Background: an optimization exercise with open tools, aiming at small area, a short achievable clock period and few clock cycles per item. Do not read the settings as production practice. Only simulation tests tie the RTL to the original design; equivalence was not proved. Power figures rest on the tool's default switching activity, not on a simulated workload.

$ cat flow/run.sh
#!/bin/bash
# synth_recipe.tcl (not shown) runs the flow's synth.tcl, then flattens the netlist and writes it again
# the make line also repeats each setting of config.mk as NAME=value (left out here)
make -C /OpenROAD-flow-scripts/flow DESIGN_CONFIG=/design/flow/config.mk WORK_HOME=/design/flow/orfs CLKGATE_MAP_FILE= SYNTH_SCRIPT=/design/flow/synth_recipe.tcl finish
$ cat flow/constraint.sdc
create_clock -name core_clock -period 5.0 [get_ports {clk_i}]
set_input_delay 1.0000 -clock core_clock [delete_from_list [all_inputs] [get_ports {clk_i}]]
set_output_delay 1.0000 -clock core_clock [all_outputs]
set_load 0.01 [all_outputs]
$ cat flow/design.v
`default_nettype none
package bole_pkg;
  localparam int unsigned DataW     = 32;
  localparam int unsigned CntW      = 5;
  localparam int unsigned Depth     = 16;
  localparam int unsigned CmdW      = 3;
  localparam int unsigned StatusW   = 3;
  localparam int unsigned InTdataW  = 72;
  localparam int unsigned OutTdataW = 40;
  localparam int unsigned CapacityDef = 16;
  localparam logic [2:0] CMD_INS_FRONT = 3'd0;
  localparam logic [2:0] CMD_INS_BACK  = 3'd1;
  localparam logic [2:0] CMD_INS_KEY   = 3'd2;
  localparam logic [2:0] CMD_DEL_FRONT = 3'd3;
  localparam logic [2:0] CMD_DEL_BACK  = 3'd4;
  localparam logic [2:0] CMD_LIST      = 3'd5;
  localparam logic [2:0] STAT_DONE  = 3'd0;
  localparam logic [2:0] STAT_EMPTY = 3'd1;
  localparam logic [2:0] STAT_NOKEY = 3'd2;
  localparam logic [2:0] STAT_FULL  = 3'd3;
  localparam logic [2:0] STAT_ELEM  = 3'd4;
endpackage
`default_nettype wire
`default_nettype none
module bole_cell (
  input  wire logic        clk_i,
  input  wire logic        sel_hold_i,    
  input  wire logic        sel_right_i,   
  input  wire logic        sel_value_i,   
  input  wire logic [31:0] right_i,       
  input  wire logic [31:0] value_i,
  input  wire logic [31:0] key_i,
  output logic      [31:0] val_o,         
  output logic      [31:0] next_o,        
  output logic             eq_o           
);
  logic [31:0] val_q, val_d;
  assign val_d  = ({32{sel_hold_i}} & val_q) | ({32{sel_right_i}} & right_i) |
                  ({32{sel_value_i}} & value_i);
  assign val_o  = val_q;
  assign next_o = val_d;
  assign eq_o   = (val_q == key_i);
  always_ff @(posedge clk_i) begin
    val_q <= val_d;
  end
endmodule
`default_nettype wire
`default_nettype none
import bole_pkg::*;
module bounded_ordered_list_engine #(
  parameter int unsigned CAPACITY = bole_pkg::CapacityDef
) (
  input  wire logic                          clk_i,
  input  wire logic                          rst_ni,
  input  wire logic                          s_axis_tvalid_i,
  output logic                               s_axis_tready_o,
  input  wire logic [bole_pkg::InTdataW-1:0] s_axis_tdata_i,
  output logic                               m_axis_tvalid_o,
  input  wire logic                          m_axis_tready_i,
  output logic      [bole_pkg::OutTdataW-1:0] m_axis_tdata_o,
  output logic                               m_axis_tlast_o
);
  localparam int unsigned N = Depth;
  function automatic logic [N-1:0] fwd(input logic [N-1:0] x);   
    fwd = {x[N-2:0], x[N-1]};
  endfunction
  function automatic logic [N-1:0] bwd(input logic [N-1:0] x);   
    bwd = {x[0], x[N-1:1]};
  endfunction
  logic [N-1:0]      hh_q, tt_q, lp_q, occ_q;
  logic [CntW-1:0]   n_q;
  logic              lact_q;
  logic              rdy_q;
  logic              ged_q, gls_q;   
  logic              empty_q;
  logic              cv_q;
  logic              c_fb_q, c_front_q, c_key_q, c_df_q, c_db_q, c_list_q;
  logic [DataW-1:0]  cval_q;
  logic [N-1:0]      e_q;       
  logic              ev_q;      
  logic [3:0]        fp_q;      
  logic [N-1:0]      mfb_q;     
  logic              ins_q;     
  logic [N-1:0]      sh_q, sr_q, sv_q;   
  logic [DataW-1:0]  mval_q;    
  logic              av_q, alast_q, bv_q;
  logic [OutTdataW-1:0] adata_q;
  logic [7:0]        bdata_q;   
  logic [DataW-1:0]  val [N];
  logic [DataW-1:0]  nxt [N];
  logic [N-1:0]      eq;
  logic [DataW-1:0] in_key;
  assign in_key = s_axis_tdata_i[66:35];
  for (genvar i = 0; i < N; i++) begin : g_cell
    bole_cell u_cell (
      .clk_i      (clk_i),
      .sel_hold_i (sh_q[i]),
      .sel_right_i(sr_q[i]),
      .sel_value_i(sv_q[i]),
      .right_i    (val[(i + 1) % N]),
      .value_i    (mval_q),
      .key_i      (in_key),
      .val_o      (val[i]),
      .next_o     (nxt[i]),
      .eq_o       (eq[i])
    );
  end
  logic [2:0]       in_op;
  logic [DataW-1:0] in_val;
  logic             in_key_cmd;
  assign in_key_cmd = (s_axis_tdata_i[2:0] == CMD_INS_KEY);
  logic             acc;
  assign in_op  = s_axis_tdata_i[2:0];
  assign in_val = s_axis_tdata_i[34:3];
  assign acc    = s_axis_tvalid_i & rdy_q & (in_op <= CMD_LIST);
  logic slot, go_ed, go_ls;
  logic full, empty, found, ins, del_f, del_b, lst;
  logic [N-1:0] mc, mq, mk, bex, binc, clr, ecap;
  assign slot  = ~av_q | m_axis_tready_i;
  assign go_ed = ged_q;
  assign go_ls = gls_q;
  for (genvar i = 0; i < N; i++) begin : g_match
    assign mc[i] = (sh_q[i] & e_q[i]) | (sr_q[i] & e_q[(i + 1) % N]) | (sv_q[i] & ev_q);
  end
  assign mq = mc;
  assign full  = n_q[CntW-1];
  assign empty = empty_q;
  assign found = (|fp_q) | (ins_q & ev_q);
  assign ins   = go_ed & ~full & (c_fb_q | (c_key_q & found));
  assign del_f = go_ed & ~empty & c_df_q;
  assign del_b = go_ed & ~empty & c_db_q;
  assign lst   = go_ls & ~empty;
  assign mk = mq | mfb_q;
  logic [N-1:0] g0, g1, g2, g3, g4, k0, k1, k2, k3;
  function automatic logic [N-1:0] back(input logic [N-1:0] x, input int d);   
    back = (x << d) | (x >> (N - d));
  endfunction
  assign g0 = mk;
  assign k0 = hh_q;
  assign g1 = g0 | (~k0 & back(g0, 1));
  assign k1 = k0 | back(k0, 1);
  assign g2 = g1 | (~k1 & back(g1, 2));
  assign k2 = k1 | back(k1, 2);
  assign g3 = g2 | (~k2 & back(g2, 4));
  assign k3 = k2 | back(k2, 4);
  assign g4 = g3 | (~k3 & back(g3, 8));
  assign binc = g4;
  assign bex  = ~hh_q & back(g4, 1);
  assign clr  = ({N{del_f}} & hh_q) | ({N{del_b}} & bwd(tt_q));
  logic eq_m;
  assign eq_m = (mval_q == in_key);
  for (genvar i = 0; i < N; i++) begin : g_cap
    assign ecap[i] = ((sh_q[i] & eq[i]) | (sr_q[i] & eq[(i + 1) % N]) | (sv_q[i] & eq_m)) &
                     occ_q[i] & ~clr[i];
  end
  logic [DataW-1:0] rd;
  logic             lend;
  logic [N-1:0]     rsel;
  assign rsel = lact_q ? lp_q : hh_q;
  always_comb begin
    rd = '0;
    for (int c = 0; c < N; c++) rd = rd | ({DataW{rsel[c]}} & nxt[c]);
  end
  logic lfin_q;
  assign lend = lfin_q;
  logic             lstep, push_a, push_b, take;
  logic [2:0]       rstat;
  logic [DataW-1:0] relem;
  logic             rlast;
  logic [CntW-1:0]  n_d;
  logic [N-1:0]     hh_d, tt_d;
  logic             cv_d, bv_d, lact_d, clist_d;
  assign lstep  = lact_q & slot;
  assign take   = av_q & m_axis_tready_i;
  logic emit;
  assign emit   = (lst & slot) | lstep;
  assign push_a = ((go_ed | go_ls) & slot) | lstep;
  assign push_b = (go_ed | (go_ls & empty)) & ~slot;
  always_comb begin
    n_d = n_q;
    if (ins) n_d = n_q + 1'b1;
    else if (del_f | del_b) n_d = n_q - 1'b1;
  end
  assign tt_d = del_b ? bwd(tt_q) : tt_q;
  assign hh_d = ins ? bwd(hh_q) : (del_f ? fwd(hh_q) : hh_q);
  always_comb begin
    rstat = STAT_DONE;
    relem = '0;
    rlast = 1'b1;
    if (lact_q) begin
      rstat = STAT_ELEM;
      relem = rd;
      rlast = lend;
    end else if (c_fb_q) begin
      if (full) rstat = STAT_FULL;
    end else if (c_key_q) begin
      if (empty) rstat = STAT_EMPTY;
      else if (!found) rstat = STAT_NOKEY;
      else if (full) rstat = STAT_FULL;
    end else if (c_list_q) begin
      if (empty) rstat = STAT_EMPTY;
      else begin
        rstat = STAT_ELEM;
        relem = rd;
        rlast = lend;
      end
    end else begin
      if (empty) rstat = STAT_EMPTY;
    end
  end
  assign cv_d    = acc | (cv_q & ~(go_ed | go_ls));
  assign clist_d = rdy_q ? (in_op == CMD_LIST) : c_list_q;
  assign bv_d    = push_b | (bv_q & ~take);
  assign lact_d  = (emit & ~lend) | (lst & ~slot) | (lact_q & ~lstep);
  always_ff @(posedge clk_i or negedge rst_ni) begin
    if (!rst_ni) begin
      hh_q   <= N'(1);
      tt_q   <= N'(1);
      occ_q  <= '0;
      n_q    <= '0;
      lact_q <= 1'b0;
      cv_q   <= 1'b0;
      rdy_q  <= 1'b1;
      ged_q  <= 1'b0;
      gls_q  <= 1'b0;
      empty_q <= 1'b1;
      av_q   <= 1'b0;
      bv_q   <= 1'b0;
    end else begin
      hh_q  <= hh_d;
      n_q   <= n_d;
      tt_q <= tt_d;
      if (ins) occ_q <= occ_q | bwd(hh_q);
      else if (del_f) occ_q <= occ_q & ~hh_q;
      else if (del_b) occ_q <= occ_q & ~bwd(tt_q);
      lact_q <= lact_d;
      cv_q  <= cv_d;
      bv_q  <= bv_d;
      rdy_q <= ~cv_d | (~lact_d & ~bv_d);
      ged_q <= cv_d & ~clist_d & ~lact_d & ~bv_d;
      gls_q <= cv_d & clist_d & ~lact_d & ~bv_d;
      empty_q <= (n_d == '0);
      if (push_a | push_b) av_q <= 1'b1;
      else if (m_axis_tready_i) av_q <= bv_q;
    end
  end
  always_ff @(posedge clk_i) begin
    sh_q <= ~{N{ins}} | bwd(bex);
    sr_q <= {N{ins}} & ~bwd(binc);
    sv_q <= {N{ins}} & bwd(mk & ~bex);
  end
  always_ff @(posedge clk_i) begin
    if (lst & ~slot) begin
      lp_q   <= rsel;
    end else if (emit & ~lend) begin
      lp_q   <= fwd(rsel);
      lfin_q <= |(fwd(fwd(rsel)) & tt_q);
    end else if (!lact_q || lstep) begin
      lfin_q <= (n_d == CntW'(1));
    end
    mval_q <= cval_q;
    if (rdy_q) begin
      c_fb_q    <= (in_op == CMD_INS_FRONT) | (in_op == CMD_INS_BACK);
      c_front_q <= (in_op == CMD_INS_FRONT);
      c_key_q   <= (in_op == CMD_INS_KEY);
      c_df_q    <= (in_op == CMD_DEL_FRONT);
      c_db_q    <= (in_op == CMD_DEL_BACK);
      c_list_q  <= (in_op == CMD_LIST);
      cval_q    <= in_val;
      e_q       <= ecap & {N{in_key_cmd}};
      fp_q      <= {|ecap[15:12], |ecap[11:8], |ecap[7:4], |ecap[3:0]};
      mfb_q     <= (in_op == CMD_INS_FRONT) ? hh_d :
                   ((in_op == CMD_INS_BACK) ? tt_d : '0);
      ins_q     <= ins;
    end else begin
      e_q       <= mc;
      fp_q[0]   <= fp_q[0] | (ins_q & ev_q);
      ins_q     <= 1'b0;
    end
    ev_q <= (cval_q == in_key) & in_key_cmd;
    if (bv_q) begin
      if (take) begin
        adata_q <= {bdata_q[7:3], 32'd0, bdata_q[2:0]};
        alast_q <= 1'b1;
      end
    end else if (push_a) begin
      adata_q <= {n_d, relem, rstat};
      alast_q <= rlast;
    end
    if (push_b) bdata_q <= {n_d, rstat};
  end
  assign s_axis_tready_o = rdy_q;
  assign m_axis_tvalid_o = av_q;
  assign m_axis_tdata_o  = adata_q;
  assign m_axis_tlast_o  = alast_q;
endmodule
`default_nettype wire
$ cat flow/config.mk
export PLATFORM = sky130hd
export DESIGN_NAME = bounded_ordered_list_engine
export DESIGN_NICKNAME = bounded_ordered_list_engine
export VERILOG_FILES = /design/flow/design.v
export SDC_FILE = /design/flow/constraint.sdc
export NUM_CORES = 4
export LEC_CHECK = 0
export CAP_MARGIN = 20
export CORE_MARGIN = 2
export CORE_UTILIZATION = 40
export SETUP_SLACK_MARGIN = 2.5
export SLEW_MARGIN = 20
==> flow_metrics.env, run 1 <==
export IMPL_status="timing/DRC/antenna clean"
export IMPL_hold_violations=0
export IMPL_async_flop_share=0.0768
export IMPL_path_max_fanout=6
export IMPL_syn_inst=4178
export IMPL_synth_main_ff_cell="dfxtp_1"
export IMPL_grt_pass1_wl_um=364000
export IMPL_setup_violations=0
export IMPL_worst_setup_path_end_kind="register"
export IMPL_dp_worst_setup_slack_ns=0.699
export IMPL_cpMostUsedCell="nor2_1"
export IMPL_syn_area_um2=38900
export IMPL_ant_nets=0
export IMPL_synth_nets=4256
export IMPL_hpwl_um=169000
export IMPL_crit_start="s_axis_tdata_i[56]"
export IMPL_avgRoutedWirePerCell_um=48.9
export IMPL_critPathSlowestCell="xor2_1"
export IMPL_ys_seq_area_frac=0.447
export IMPL_vias=45100
export IMPL_layout_nets=4572
export IMPL_tightest_slew_ns=1.29
export IMPL_grt_use_total=0.550
export IMPL_hp_class="in -> async"
export IMPL_critPathKind="in -> reg"
export IMPL_use_met2=0.718
export IMPL_crit_chain="buf_6 -> buf_12 -> xor2_1 -> nor4_1 -> nand4_1 -> nor2_1 -> buf_4 -> a222oi_1 -> nor2_1 -> or4_1"
export IMPL_clock_root_buffer="clkbuf_16"
export IMPL_critical_path_startpoint_type="primary input"
export IMPL_cts_buffers=93
export IMPL_dr_pass1_iters=15
export IMPL_die_h_um=316
export IMPL_rsz0062_at_grt="true"
export IMPL_finalCriticalPeriod_ns=2.81
export IMPL_slew_violations=0
export IMPL_yosys_register_bits=794
export IMPL_yosysWarnings=4
export IMPL_die_area_um2=99800
export IMPL_fp_coreArea_um2=96600
export IMPL_via_per_inst=7.63
export IMPL_overflow=0
export IMPL_power_density_nw_per_um2=779
export IMPL_ios=119
export IMPL_ys_types=67
export IMPL_gr_usage_met1=0.599
export IMPL_critPathMaxStageDelay_ns=0.52
export IMPL_cts_clk_slew_worst_paths_ns=0.06
export IMPL_path_depth=10
export IMPL_cp_top_family="simple AND/OR/NAND/NOR gates"
export IMPL_fin_ws_ns=2.19
export IMPL_dr_first_iter_drc_count=11400
export IMPL_max_freq_ghz=0.356
export IMPL_rr_endpoint="lfin_q$_DFFE_PP_"
export IMPL_antenna_found_initial=57
export IMPL_leakage_uw=0.0228
export IMPL_cp_required_ns=5.47
export IMPL_period_share=0.562
export IMPL_endpoint="fp_q[3]$_DFFE_PP_"
export IMPL_dieWidth_um=316
export IMPL_gp_congestion=1.13
export IMPL_start_util=0.403
export IMPL_avgSynthCellArea_um2=9.32
export IMPL_io_buffers=113
export IMPL_drive_gt1_frac=0.262
export IMPL_ff2ff_setup_slack_ns=2.24
export IMPL_rr_startpoint="lact_q$_DFF_PN0_"
export IMPL_drc_errors=0
export IMPL_cp_buffers_inverters=3
export IMPL_reg2regPathDepth=7
export IMPL_critPathArrivalTime_ns=3.28
export IMPL_routed_wl_um=289000
export IMPL_maxCapViolations=0
export IMPL_insertion_delay_ns=0.76
export IMPL_irDropWorstVdd_uv=546
export IMPL_finalSetupTns_ns=0
export IMPL_clock_skew_ns=0.0429
export IMPL_slew_headroom=0.138
export IMPL_cts_tree="done"
export IMPL_grtUsageMet3=0.339
export IMPL_grt_busiest_layer="met2"
export IMPL_h_tree_depth=3
export IMPL_grt_max_degree=63
export IMPL_area_growth_pct=35.8
export IMPL_num_rows=114
export IMPL_grt_pass1_vias=39400
export IMPL_cts_path_max_buffers=3
export IMPL_clock_sinks=794
export IMPL_synth_edff_count=121
-- state kept, by name, summed over array words and instances, names as in the netlist, 4 cells and up --
name and flops:
sh_q 16, sr_q 16, g_cell.u_cell.val_q 512, hh_q 16
lp_q 16, fp_q 4, occ_q 16, tt_q 16
n_q 5, e_q 16, sv_q 16, cval_q 32
mval_q 32, adata_q 40, bdata_q 8, mfb_q 16
-- cells by family after synthesis --
family | after synthesis | share of synthesized area
simple gates | 826 | 0.100
mux | 36 | 0.00984
xor+xnor | 579 | 0.130
flops | 794 | 0.447
compound gates | 1089 | 0.226
fa+ha+maj | 2 | 0.000643
buf+inv | 852 | 0.0853
-- how the worst min path moves through the flow --
stage	start	end	slack [ns]	cells after the start
3_3_place_gp	cval_q[18]$_DFFE_PP_	mval_q[18]$_DFF_P_	0.38	0
3_5_place_dp	cval_q[14]$_DFFE_PP_	mval_q[14]$_DFF_P_	0.38	0
6_report	rst_ni	n_q[1]$_DFF_PN0_	0.16	1
5_1_grt	rst_ni	n_q[1]$_DFF_PN0_	0.19	1
4_1_cts	rst_ni	n_q[1]$_DFF_PN0_	0.17	1
2_1_floorplan	cval_q[12]$_DFFE_PP_	mval_q[12]$_DFF_P_	0.37	0
-- worst reg2reg max path, delay by kind of cell, from the launching register on --
family | cells | cell delay [ns]
multiplexers | 1 | 0.68
AO/OA/AOI/OAI | 2 | 0.65
buffers and inverters | 2 | 0.31
AND/OR/NAND/NOR | 2 | 0.40
flip-flops | 1 | 0.46
-- cells in the final DEF, fill, tap and decap left out, types with 96 or more instances in the layout --
master	n
xnor2_1	249
buf_12	96
edfxtp_1	121
clkbuf_16	107
dfxtp_1	533
xor2_1	184
nand4_1	103
inv_1	428
o22ai_1	140
a22oi_1	123
nand2_1	396
a222oi_1	408
buf_4	362
-- per-layer routing --
layer	routed length, um	up-vias
met5	625	-
met1	93200	21800
li1	-	16300
met3	51300	1866
met4	36500	34
met2	108000	5188
-- synthesized netlist by cell type (all sizes together), types with 20 or more instances --
| master | instances | area share |
|---|---|---|
| a31oi | 62 | 0.010 |
| nand4 | 103 | 0.017 |
| a22o | 31 | 0.0070 |
| a21boi | 26 | 0.0050 |
| inv | 429 | 0.041 |
| xor2 | 257 | 0.058 |
| dfxtp | 612 | 0.31 |
| o22ai | 164 | 0.026 |
| a21oi | 70 | 0.0091 |
| and2 | 20 | 0.0032 |
| nand3 | 42 | 0.0054 |
| clkbuf | 322 | 0.031 |
| dfrtp | 57 | 0.037 |
| a221oi | 69 | 0.016 |
| edfxtp | 121 | 0.093 |
| nand2 | 397 | 0.038 |
| nor2 | 91 | 0.0088 |
| a22oi | 124 | 0.024 |
| xnor2 | 322 | 0.072 |
| buf | 101 | 0.013 |
| o21ai | 65 | 0.0084 |
| a222oi | 408 | 0.10 |
| nor4 | 121 | 0.019 |
-- metrics by stage --
stage / hold slack, ns / utilization / instance area, um2 / power (uW) / cells
2_1_floorplan: 0.367 / - / 39400 / 18300 / 4178
3_3_place_gp: 0.383 / 0.435 / 42000 / 26900 / 5358
3_5_place_dp: 0.382 / 0.435 / 42000 / 26900 / 5358
4_1_cts: 0.170 / 0.511 / 49300 / 36000 / 5720
5_1_grt: 0.195 / 0.546 / 52700 / 40800 / 5858
6_report: 0.160 / 0.547 / 52900 / 41200 / 5912
-- report_power, final --
| part | switching (uW) | internal (uW) |
|---|---|---|
| sequential | 3340 | 9020 |
| clock | 3110 | 3870 |
| combinational | 14400 | 7430 |
| total | 20800 | 20300 |
-- layout make-up --
type | instances | area [um2]
inverter | 429 | 1610
multi-input combinational | 2534 | 21800
antenna | 65 | 163
clock inverter | 41 | 338
sequential | 794 | 17600
clock buffer | 131 | 2630
timing repair buffer | 642 | 7120
fill | 8594 | 43700
tap | 1276 | 1600
-- repair_timing --
action,CTS,global route
cloned,17,16
pin swaps,93,126
setup endpoints to repair,238,117
hold buffers,0,0
setup buffers,173,111
resized for setup,618,314
Testbench counts, summed over its fixed seeds: cycles 8,929, items 4,800.
==> inputs of run 2 (changes only) <==
--- a/flow/config.mk
+++ b/flow/config.mk
@@ -10,3 +10,5 @@
 export CORE_UTILIZATION = 40
-export SETUP_SLACK_MARGIN = 2.5
+export CTS_CLUSTER_DIAMETER = 70
+export CTS_CLUSTER_SIZE = 16
+export SETUP_SLACK_MARGIN = 2.3
 export SLEW_MARGIN = 20
==> run 2 against run 1 <==
  * Still clean on timing, DRC and antenna
  * Critical path depth down 1
  * Clock skew is 0.011 ns lower
  * Global-route usage is 4.9 points lower
  * Register-to-register slack worse by 0.10 ns
  * Worst hold slack better by 0.23 ns
  * Sequential share of layout area rose by 3.4 points
  * Via count fell by 7.0%
  * Power decreased by 13%
==> flow_metrics.env, run 2 <==
export IMPL_status="timing/DRC/antenna clean"
export IMPL_layout_common_cells="dfxtp_1 (532), inv_1 (428), a222oi_1 (408)"
export IMPL_synth_nets=4256
export IMPL_critPathArrivalTime_ns=3.50
export IMPL_ant_nets=0
export IMPL_cts_path_max_buffers=3
export IMPL_start_util=0.403
export IMPL_cts_buffers=68
export IMPL_yosys_top_cells_area="dfxtp_1 (31%), a222oi_1 (10%), edfxtp_1 (9.3%)"
export IMPL_grt_max_degree=63
export IMPL_via_per_inst=7.42
export IMPL_grt_use_total=0.501
export IMPL_grt_pass1_wl_um=337000
export IMPL_synth_edff_count=121
export IMPL_area_growth_pct=23.0
export IMPL_io_buffers=113
export IMPL_fillers=9123
export IMPL_cts_hold_buf=0
export IMPL_drc_errors=0
export IMPL_synth_commonest_cells="dfxtp_1 (612), inv_1 (429), a222oi_1 (408)"
export IMPL_critPathKind="in -> reg"
export IMPL_layout_nets=4382
export IMPL_insertion_delay_ns=0.68
export IMPL_routed_wl_um=257000
export IMPL_ys_seq_area_frac=0.447
export IMPL_ys_types=67
export IMPL_syn_inst=4178
export IMPL_regMostFlops="g_cell.u_cell.val_q"
export IMPL_period_share=0.594
export IMPL_slew_headroom=0.326
export IMPL_yosys_register_bits=794
export IMPL_synth_main_ff_cell="dfxtp_1"
export IMPL_power_density_nw_per_um2=746
export IMPL_async_flop_share=0.0768
export IMPL_num_rows=114
export IMPL_yosysWarnings=4
export IMPL_dr_first_iter_drc_count=10800
export IMPL_avgSynthCellArea_um2=9.32
export IMPL_reg_top3="g_cell.u_cell.val_q x512, adata_q x40"
export IMPL_cts_tree="done"
export IMPL_syn_area_um2=38900
export IMPL_max_freq_ghz=0.337
export IMPL_largest_reg_flops=512
export IMPL_rsz0062_at_grt="true"
export IMPL_clock_root_buffer="clkbuf_16"
export IMPL_dieWidth_um=316
export IMPL_irDropWorstVdd_uv=454
export IMPL_die_area_um2=99800
export IMPL_clock_sinks=794
export IMPL_clock_skew_ns=0.0321
export IMPL_grt_pass1_vias=37500
export IMPL_vias=42000
export IMPL_hp_class="reg -> reg"
export IMPL_die_h_um=316
export IMPL_hold_violations=0
export IMPL_overflow=0
export IMPL_setup_violations=0
export IMPL_cts_clk_slew_worst_paths_ns=0.07
export IMPL_avgRoutedWirePerCell_um=45.6
export IMPL_drive_gt1_frac=0.196
export IMPL_antenna_found_initial=26
export IMPL_synth_top_area_cell="dfxtp_1"
export IMPL_ios=119
export IMPL_synth_most_common_cell="dfxtp_1"
export IMPL_path_max_fanout=7
export IMPL_slew_violations=0
export IMPL_critical_path_startpoint_type="primary input"
export IMPL_dr_pass1_iters=14
export IMPL_cp_required_ns=5.53
export IMPL_finalSetupTns_ns=0
export IMPL_hpwl_um=175000
export IMPL_yosysTopAreaCellShare=0.315
export IMPL_p_total_uw=35700
export IMPL_gp_congestion=1.19
export IMPL_final_common_cell="dfxtp_1"
export IMPL_finalCriticalPeriod_ns=2.97
export IMPL_leakage_uw=0.0206
export IMPL_worst_setup_path_end_kind="register"
export IMPL_maxCapViolations=0
export IMPL_h_tree_depth=3
export IMPL_tightest_slew_ns=1.01
export IMPL_fp_coreArea_um2=96600
-- run 2: cell counts after synthesis --
Identical to the previous run, type by type.
-- run 2: kinds of logic after synthesis --
| group | count (synthesis) | share of synthesized area |
|---|---|---|
| muxes | 36 | 0.00984 |
| and+or+nand+nor | 826 | 0.100 |
| buffers and inverters | 852 | 0.0853 |
| xor gates and xnor gates | 579 | 0.130 |
| adders and majority gates | 2 | 0.000643 |
| DFF | 794 | 0.447 |
| AOI/OAI and AO/OA | 1089 | 0.226 |
-- run 2: routing by layer --
metal	routed length [um]	part of all wire	global-route usage
met5	419	0.0016	0.0189
met4	27000	0.10	0.378
met3	45200	0.18	0.263
met2	95200	0.37	0.659
met1	89700	0.35	0.609
-- run 2: final cells by class --
cell class | instances | area (um2) | area share
well taps | 1276 | 1600 | 0.0333
multi-input cells | 2533 | 20400 | 0.426
flip-flops and latches | 794 | 17600 | 0.368
clock inverters | 26 | 284 | 0.00593
repair buffers | 478 | 4420 | 0.0922
diodes | 18 | 45.0 | 0.000941
clock buffers | 98 | 1940 | 0.0405
inverters | 429 | 1610 | 0.0337
-- run 2: per-stage QoR --
| step | worst slack [ns] | area, um2 | hold WS [ns] | utilization | std cells |
|---|---|---|---|---|---|
| global route | 2.23 | 47800 | 0.406 | 0.496 | 5635 |
| global placement | 0.579 | 42200 | 0.375 | 0.437 | 5392 |
| floorplan | 2.28 | 39200 | 0.367 | - | 4178 |
| detailed placement | 0.549 | 42200 | 0.378 | 0.437 | 5392 |
| CTS | 2.27 | 46500 | 0.396 | 0.481 | 5604 |
| finish | 2.03 | 47900 | 0.393 | 0.496 | 5652 |
-- run 2: what timing repair did --
action                                  4_1_cts  5_1_grt
pin swaps                                    35       47
buffers inserted                             82       28
endpoints found under the setup margin      170      111
cloned                                        6        2
resized for setup                           389      211
-- run 2: power breakdown --
| part | total [uW] | internal, uW | leakage, uW | switching, uW |
|---|---|---|---|---|
| Sequential | 12700 | 9000 | 0.00705 | 3700 |
| Combinational | 17300 | 5550 | 0.0124 | 11700 |
| Clock | 5720 | 2880 | 0.00108 | 2840 |
| Total | 35700 | 17400 | 0.0206 | 18300 |
-- run 2: critical path: stages --
cell	delay, ns
buf_2	0.17
buf_8	0.17
xor2_1	0.15
nor4_1	0.59
nand4_1	0.55
nor2_2	0.36
a222oi_1	0.16
nor2_1	0.20
or4_1	0.14
-- run 2: path summary, 6_finish.rpt --
path                                                    startpoint           endpoint  slack, ns  cells after the start
max in group asynchronous                                   rst_ni   lact_q$_DFF_PN0_       3.85                      2
worst min register to register                 cval_q[6]$_DFFE_PP_  mval_q[6]$_DFF_P_       0.39                      0
worst max register to register  g_cell[15].u_cell.val_q[1]$_DFF_P_  fp_q[3]$_DFFE_PP_       2.14                      7
worst max-delay path                            s_axis_tdata_i[38]  fp_q[3]$_DFFE_PP_       2.03                      9
min in group asynchronous                                   rst_ni   lact_q$_DFF_PN0_       0.53                      2
worst min-delay path                           cval_q[6]$_DFFE_PP_  mval_q[6]$_DFF_P_       0.39                      0

-- what the ideal ports hide --
In the flow no input, the clock included, has a driving cell. The finished layouts below were timed again as built, in two steps. Step 1, drivers: a clkbuf_16 drives clk_i and a buf_2 each remaining input, both assumed. Step 2 times the ports against the registers' clock, not the clock port: input delays grow and output delays shrink by t, the midpoint of the rising clock arrivals with the driver on. a / b / c = ideal ports / drivers / drivers and shift; a / b = the first two.
| run | shift t [ns] | slack for setup (ns) | clock arrival spread, ns | worst register clock-pin slew, ns | pins driven straight from the clock port |
|---|---|---|---|---|---|
| run 1 | 0.814 | 2.189 / 2.228 / 1.414 | 0.045 / 0.045 | 0.07 / 0.07 | 1 |
| run 2 | 0.732 | 2.032 / 2.078 / 1.346 | 0.035 / 0.035 | 0.08 / 0.08 | 1 |
After both steps every run listed still meets setup and hold. For run 1, which loses most, drivers alone change the setup slack by +0.039 ns; drivers and shift together by -0.775 ns.
